What follows belongs to an exercise in optimizing a design on an open flow for small area; a production flow would make more cautious choices.
In this exercise RTL edits were held to simulation tests only and were not proved equivalent to the original.
Power and IR drop assume default switching activity.

// aes_run_sequencer
module aes_run_sequencer #(
    parameter int DATA_W      = 128,
    parameter int TIMEOUT_CYC = 1024
) (
    input  logic               clk,
    input  logic               rst,
    input  logic               swrst,
    input  logic               run,
    input  logic               extin_en,
    input  logic [7:0]         extin_addr,
    input  logic [DATA_W-1:0]  extin_data,
    input  logic [7:0]         extout_addr,
    output logic [DATA_W-1:0]  extout_data,
    output logic [DATA_W-1:0]  core_key,
    output logic [DATA_W-1:0]  core_din,
    output logic               core_start,
    input  logic [DATA_W-1:0]  core_dout,
    input  logic               core_done,
    output logic               core_abort,
    output logic               trigger,
    output logic               busy
);
Size: about 1600 cells after synthesis, roughly 0.024 mm2 of cells after synthesis.
export LEC_CHECK = 0
export CAP_MARGIN = 20
export CORE_MARGIN = 2
export CORE_UTILIZATION = 80
export SLEW_MARGIN = 20
export SYNTH_HIERARCHICAL = 1
export SYNTH_MINIMUM_KEEP_SIZE = 0
create_clock -name core_clock -period 5.0 [get_ports {clk}]
standard.sh (not shown) runs the stock make flow with config.mk's settings and CLKGATE_MAP_FILE= SYNTH_SCRIPT=/design/flow/synth_recipe.tcl, a recipe that flattens the netlist after the stock synthesis.
==> flow/flow/run.sh <==
#!/bin/bash
# Layout flow: the standard ORFS flow (standard.sh, standard synthesis
# unchanged) with two placement/CTS settings changed:
#   * port buffers use the smallest buffer (buf_1) instead of the default
#     pick; every input and output port still gets its own buffer;
#   * CTS builds the tree from clkbuf_8 with clusters of up to 16 sinks
#     within 50 um, and inserts no dummy loads.
# The make output goes to flow_make.log here; each ORFS step keeps its own
# log under orfs/logs/.
set -euo pipefail
export BUFFER_PORTS_ARGS="-buffer_cell sky130_fd_sc_hd__buf_1"
export CTS_ARGS="-sink_clustering_enable -repair_clock_nets -dont_use_dummy_load -sink_clustering_size 16 -sink_clustering_max_diameter 50 -buf_list {sky130_fd_sc_hd__clkbuf_8}"
bash standard.sh finish > flow_make.log 2>&1
The starting point never finished: it broke off in I/O pin placement.
Change:
--- a/flow/config.mk
+++ b/flow/config.mk
@@ -10 +10 @@
-export CORE_UTILIZATION = 80
+export CORE_UTILIZATION = 50
What happened: The new run finished clean; synthesized area does not change; synthesized cell count does not change.
Change:
--- a/flow/config.mk
+++ b/flow/config.mk
@@ -10 +10 @@
-export CORE_UTILIZATION = 50
+export CORE_UTILIZATION = 60
The changed run produced a clean layout.
Global-route usage goes up by 4.8 points.
Die area goes down by 16%.
Final area goes down by 0.78%.
Wire length goes down by 4.6%.
Utilization goes up by 12 points.
Maximum frequency goes down by 0.99%.
Final cell count goes down by 3.4%.
Worst setup slack got worse by 0.036 ns.
Change:
--- a/flow/config.mk
+++ b/flow/config.mk
@@ -8 +8 @@
-export CAP_MARGIN = 20
+export CAP_MARGIN = 5
@@ -11 +11 @@
-export SLEW_MARGIN = 20
+export SLEW_MARGIN = 5
Total power does not change.
Worst setup slack stays the same.
Clock-buffer cell count is unchanged.

---

The RTL this note starts from:
==> flow/design.v <==
`default_nettype none
module aes_run_sequencer #(
    parameter int DATA_W      = 128,
    parameter int TIMEOUT_CYC = 1024
) (
    input  logic               clk,
    input  logic               rst,
    input  logic               swrst,
    input  logic               run,
    input  logic               extin_en,
    input  logic [7:0]         extin_addr,
    input  logic [DATA_W-1:0]  extin_data,
    input  logic [7:0]         extout_addr,
    output logic [DATA_W-1:0]  extout_data,
    output logic [DATA_W-1:0]  core_key,
    output logic [DATA_W-1:0]  core_din,
    output logic               core_start,
    input  logic [DATA_W-1:0]  core_dout,
    input  logic               core_done,
    output logic               core_abort,
    output logic               trigger,
    output logic               busy
);
    localparam int                 C_CNT_W    = $clog2(TIMEOUT_CYC);
    localparam logic [C_CNT_W-1:0] C_TMO_LAST = C_CNT_W'(TIMEOUT_CYC - 1);
    localparam logic [2:0] S_IDLE  = 3'b000;
    localparam logic [2:0] S_LOAD  = 3'b100;
    localparam logic [2:0] S_STORE = 3'b101;
    localparam logic [2:0] S_START = 3'b110;
    localparam logic [2:0] S_WAIT  = 3'b111;
    logic [2:0]         r_state;
    logic [2:0]         w_state_next;
    logic [DATA_W-1:0]  r_key;
    logic [DATA_W-1:0]  r_pt;
    logic [DATA_W-1:0]  r_ct;
    logic [DATA_W-1:0]  r_cfg;
    logic [DATA_W-1:0]  r_hold;
    logic               r_pend_key;
    logic               r_pend_pt;
    logic               r_pend_ct;
    logic               r_pend_cfg;
    logic               r_sel_key;
    logic               r_sel_pt;
    logic               r_sel_ct;
    logic               r_sel_cfg;
    logic [10:0]        r_stat;
    logic               r_timeout;
    logic               r_wr_drop;
    logic [7:0]         r_iter_cnt;
    logic [C_CNT_W-1:0] r_tmo_cnt;
    logic               r_abort;
    logic               w_idle, w_load, w_start, w_wait, w_store;
    logic               w_writable;
    logic               w_wr_en;
    logic               w_run_accept;
    logic               w_timeout_hit;
    logic               w_iter_more;
    logic               w_first;
    logic               w_ld_wr, w_ld_dout, w_ld_pt, w_ld_zero, w_ld_hold;
    assign w_idle  = (r_state == S_IDLE);
    assign w_load  = (r_state == S_LOAD);
    assign w_start = (r_state == S_START);
    assign w_wait  = (r_state == S_WAIT);
    assign w_store = (r_state == S_STORE);
    assign w_writable = (extin_addr == 8'd0) || (extin_addr == 8'd1) ||
                        (extin_addr == 8'd3);
    assign w_wr_en      = extin_en && w_writable && w_idle && !swrst;
    assign w_run_accept = w_idle && run && !swrst;
    assign w_timeout_hit = w_wait && !core_done && (r_tmo_cnt == C_TMO_LAST) && !swrst;
    assign w_iter_more = ({1'b0, r_iter_cnt} + 9'd1) < {1'b0, r_cfg[7:0]};
    assign w_first     = (r_iter_cnt == 8'd0);
    always_comb begin
        w_state_next = r_state;
        case (r_state)
            S_IDLE:  if (run) w_state_next = S_LOAD;
            S_LOAD:  w_state_next = S_START;
            S_START: w_state_next = S_WAIT;
            S_WAIT: begin
                if (core_done)                     w_state_next = S_STORE;
                else if (r_tmo_cnt == C_TMO_LAST)  w_state_next = S_IDLE;
            end
            S_STORE: w_state_next = w_iter_more ? S_LOAD : S_IDLE;
            default: w_state_next = S_IDLE;
        endcase
        if (swrst) w_state_next = S_IDLE;
    end
    always_ff @(posedge clk) begin
        if (rst) r_state <= S_IDLE;
        else     r_state <= w_state_next;
    end
    assign w_ld_zero = rst || swrst;
    assign w_ld_wr   = !w_ld_zero && w_wr_en;
    assign w_ld_dout = !w_ld_zero && w_wait && core_done;
    assign w_ld_pt   = !w_ld_zero && w_load && w_first && !r_pend_pt;
    assign w_ld_hold = !w_ld_zero && !w_ld_wr && !w_ld_dout && !w_ld_pt;
    logic [DATA_W-1:0] w_hold_next;
    aes_run_sequencer_ao4 #(.W(DATA_W)) u_hold_mux (
        .s0(w_ld_wr),   .d0(extin_data),
        .s1(w_ld_dout), .d1(core_dout),
        .s2(w_ld_pt),   .d2(r_pt),
        .s3(w_ld_hold), .d3(r_hold),
        .y(w_hold_next)
    );
    always_ff @(posedge clk) begin
        r_hold <= w_hold_next;
    end
    always_ff @(posedge clk) begin
        if (rst) begin
            r_pend_key <= 1'b1;
            r_pend_pt  <= 1'b1;
            r_pend_ct  <= 1'b1;
            r_pend_cfg <= 1'b1;
        end else begin
            r_pend_key <= w_wr_en && (extin_addr == 8'd0);
            r_pend_pt  <= w_wr_en && (extin_addr == 8'd1);
            r_pend_cfg <= w_wr_en && (extin_addr == 8'd3);
            r_pend_ct  <= swrst || w_store;
        end
    end
    always_ff @(posedge clk) begin
        if (r_pend_key) r_key <= r_hold;
        if (r_pend_pt)  r_pt  <= r_hold;
        if (r_pend_ct)  r_ct  <= r_hold;
        if (r_pend_cfg) r_cfg <= r_hold;
    end
    always_ff @(posedge clk) begin
        if (rst) begin
            r_timeout  <= 1'b0;
            r_wr_drop  <= 1'b0;
            r_iter_cnt <= '0;
            r_abort    <= 1'b0;
        end else begin
            r_abort <= swrst || w_timeout_hit;
            if (swrst) begin
                r_timeout  <= 1'b0;
                r_wr_drop  <= 1'b0;
                r_iter_cnt <= '0;
            end else begin
                if (extin_en && w_writable && !w_idle) r_wr_drop <= 1'b1;
                if (w_run_accept) begin
                    r_timeout  <= 1'b0;
                    r_wr_drop  <= 1'b0;
                    r_iter_cnt <= '0;
                end
                if (w_timeout_hit) r_timeout <= 1'b1;
                if (w_store) r_iter_cnt <= r_iter_cnt + 8'd1;
            end
        end
    end
    always_ff @(posedge clk) begin
        if (w_start) r_tmo_cnt <= '0;
        else         r_tmo_cnt <= r_tmo_cnt + C_CNT_W'(1);
    end
    always_ff @(posedge clk) begin
        if (rst) begin
            r_sel_key <= 1'b0;
            r_sel_pt  <= 1'b0;
            r_sel_ct  <= 1'b0;
            r_sel_cfg <= 1'b0;
            r_stat    <= '0;
        end else begin
            r_sel_key <= (extout_addr == 8'd0);
            r_sel_pt  <= (extout_addr == 8'd1);
            r_sel_ct  <= (extout_addr == 8'd2);
            r_sel_cfg <= (extout_addr == 8'd3);
            r_stat    <= (extout_addr == 8'd4) ?
                         {r_iter_cnt, r_wr_drop, r_timeout, !w_idle} : 11'd0;
        end
    end
    logic [DATA_W-1:0] w_slot_rd;
    aes_run_sequencer_ao4 #(.W(DATA_W)) u_read_mux (
        .s0(r_sel_key), .d0(r_key),
        .s1(r_sel_pt),  .d1(r_pt),
        .s2(r_sel_ct),  .d2(r_ct),
        .s3(r_sel_cfg), .d3(r_cfg),
        .y(w_slot_rd)
    );
    always_comb begin
        extout_data = w_slot_rd;
        extout_data[2:0]  = w_slot_rd[2:0]  | r_stat[2:0];
        extout_data[15:8] = w_slot_rd[15:8] | r_stat[10:3];
    end
    assign core_key   = r_key;
    assign core_din   = r_hold;
    assign core_start = w_start;
    assign core_abort = r_abort;
    assign trigger    = w_start || w_wait;
    assign busy       = !w_idle;
endmodule
module aes_run_sequencer_ao4 #(
    parameter int W = 128
) (
    input  logic         s0, s1, s2, s3,
    input  logic [W-1:0] d0, d1, d2, d3,
    output logic [W-1:0] y
);
    for (genvar i = 0; i < W; i++) begin : g_bit
        aes_run_sequencer_ao4_bit u_bit (
            .s0(s0), .s1(s1), .s2(s2), .s3(s3),
            .d0(d0[i]), .d1(d1[i]), .d2(d2[i]), .d3(d3[i]),
            .y(y[i])
        );
    end
endmodule
module aes_run_sequencer_ao4_bit (
    input  logic s0, s1, s2, s3,
    input  logic d0, d1, d2, d3,
    output logic y
);
    assign y = (s0 & d0) | (s1 & d1) | (s2 & d2) | (s3 & d3);
endmodule
`default_nettype wire
clock: 5.0 ns
lec_check: 0
cap_margin: 20
core_margin: 2
core_utilization: 40
slew_margin: 20
synth_hierarchical: 1
synth_minimum_keep_size: 0
run.sh (not shown) runs the stock make flow with config.mk's settings and CLKGATE_MAP_FILE= SYNTH_SCRIPT=/design/flow/synth_recipe.tcl, a recipe that flattens the netlist after the stock synthesis.
Stock flow here: none of the scripts above is used.
Change:
- CORE_UTILIZATION: 40 -> 65
- CTS_BUF_LIST: default -> sky130_fd_sc_hd__clkbuf_4 sky130_fd_sc_hd__clkbuf_8
Effect: The changed run passed the timing, DRC and antenna checks. Area after synthesis is unchanged. Critical path depth stays the same. Design area went down slightly. Global-route usage went up by 22 points.

## afterwards: timing with drivers on the ports
How much do the figures lean on ideal ports? The routed layouts below were timed once more, with nothing changed but the port constraints. Step 1 (the two cells are an assumption about what drives the block):
set clk [get_ports {clk}]
set_driving_cell -lib_cell sky130_fd_sc_hd__clkbuf_16 $clk
set_driving_cell -lib_cell sky130_fd_sc_hd__buf_2 [delete_from_list [all_inputs] $clk]
Step 2 moves the port delays by t, midway between the first and last clock arrival at a register: inputs arrive t later, outputs are due t later. That takes back most of the time a late clock gives input paths. Three values: no drivers, after step 1, after step 2; two values: the first two.
run	shift t [ns]	setup slack, ns	worst register clock-pin slew, ns
the second run of note 1	0.719	1.363 / 1.308 / 1.561	0.10 / 0.10
the third run of note 1	0.712	1.326 / 1.270 / 1.513	0.10 / 0.10
the fourth run of note 1	0.712	1.326 / 1.270 / 1.513	0.10 / 0.10
the first run of note 2	0.653	1.015 / 0.957 / 1.558	0.06 / 0.06
the second run of note 2	0.703	0.949 / 0.892 / 0.671	0.08 / 0.08
After both steps setup and hold are still met in every run listed. For the second run of note 2, which loses most, drivers alone change the setup slack by -0.057 ns; drivers and shift together by -0.278 ns.
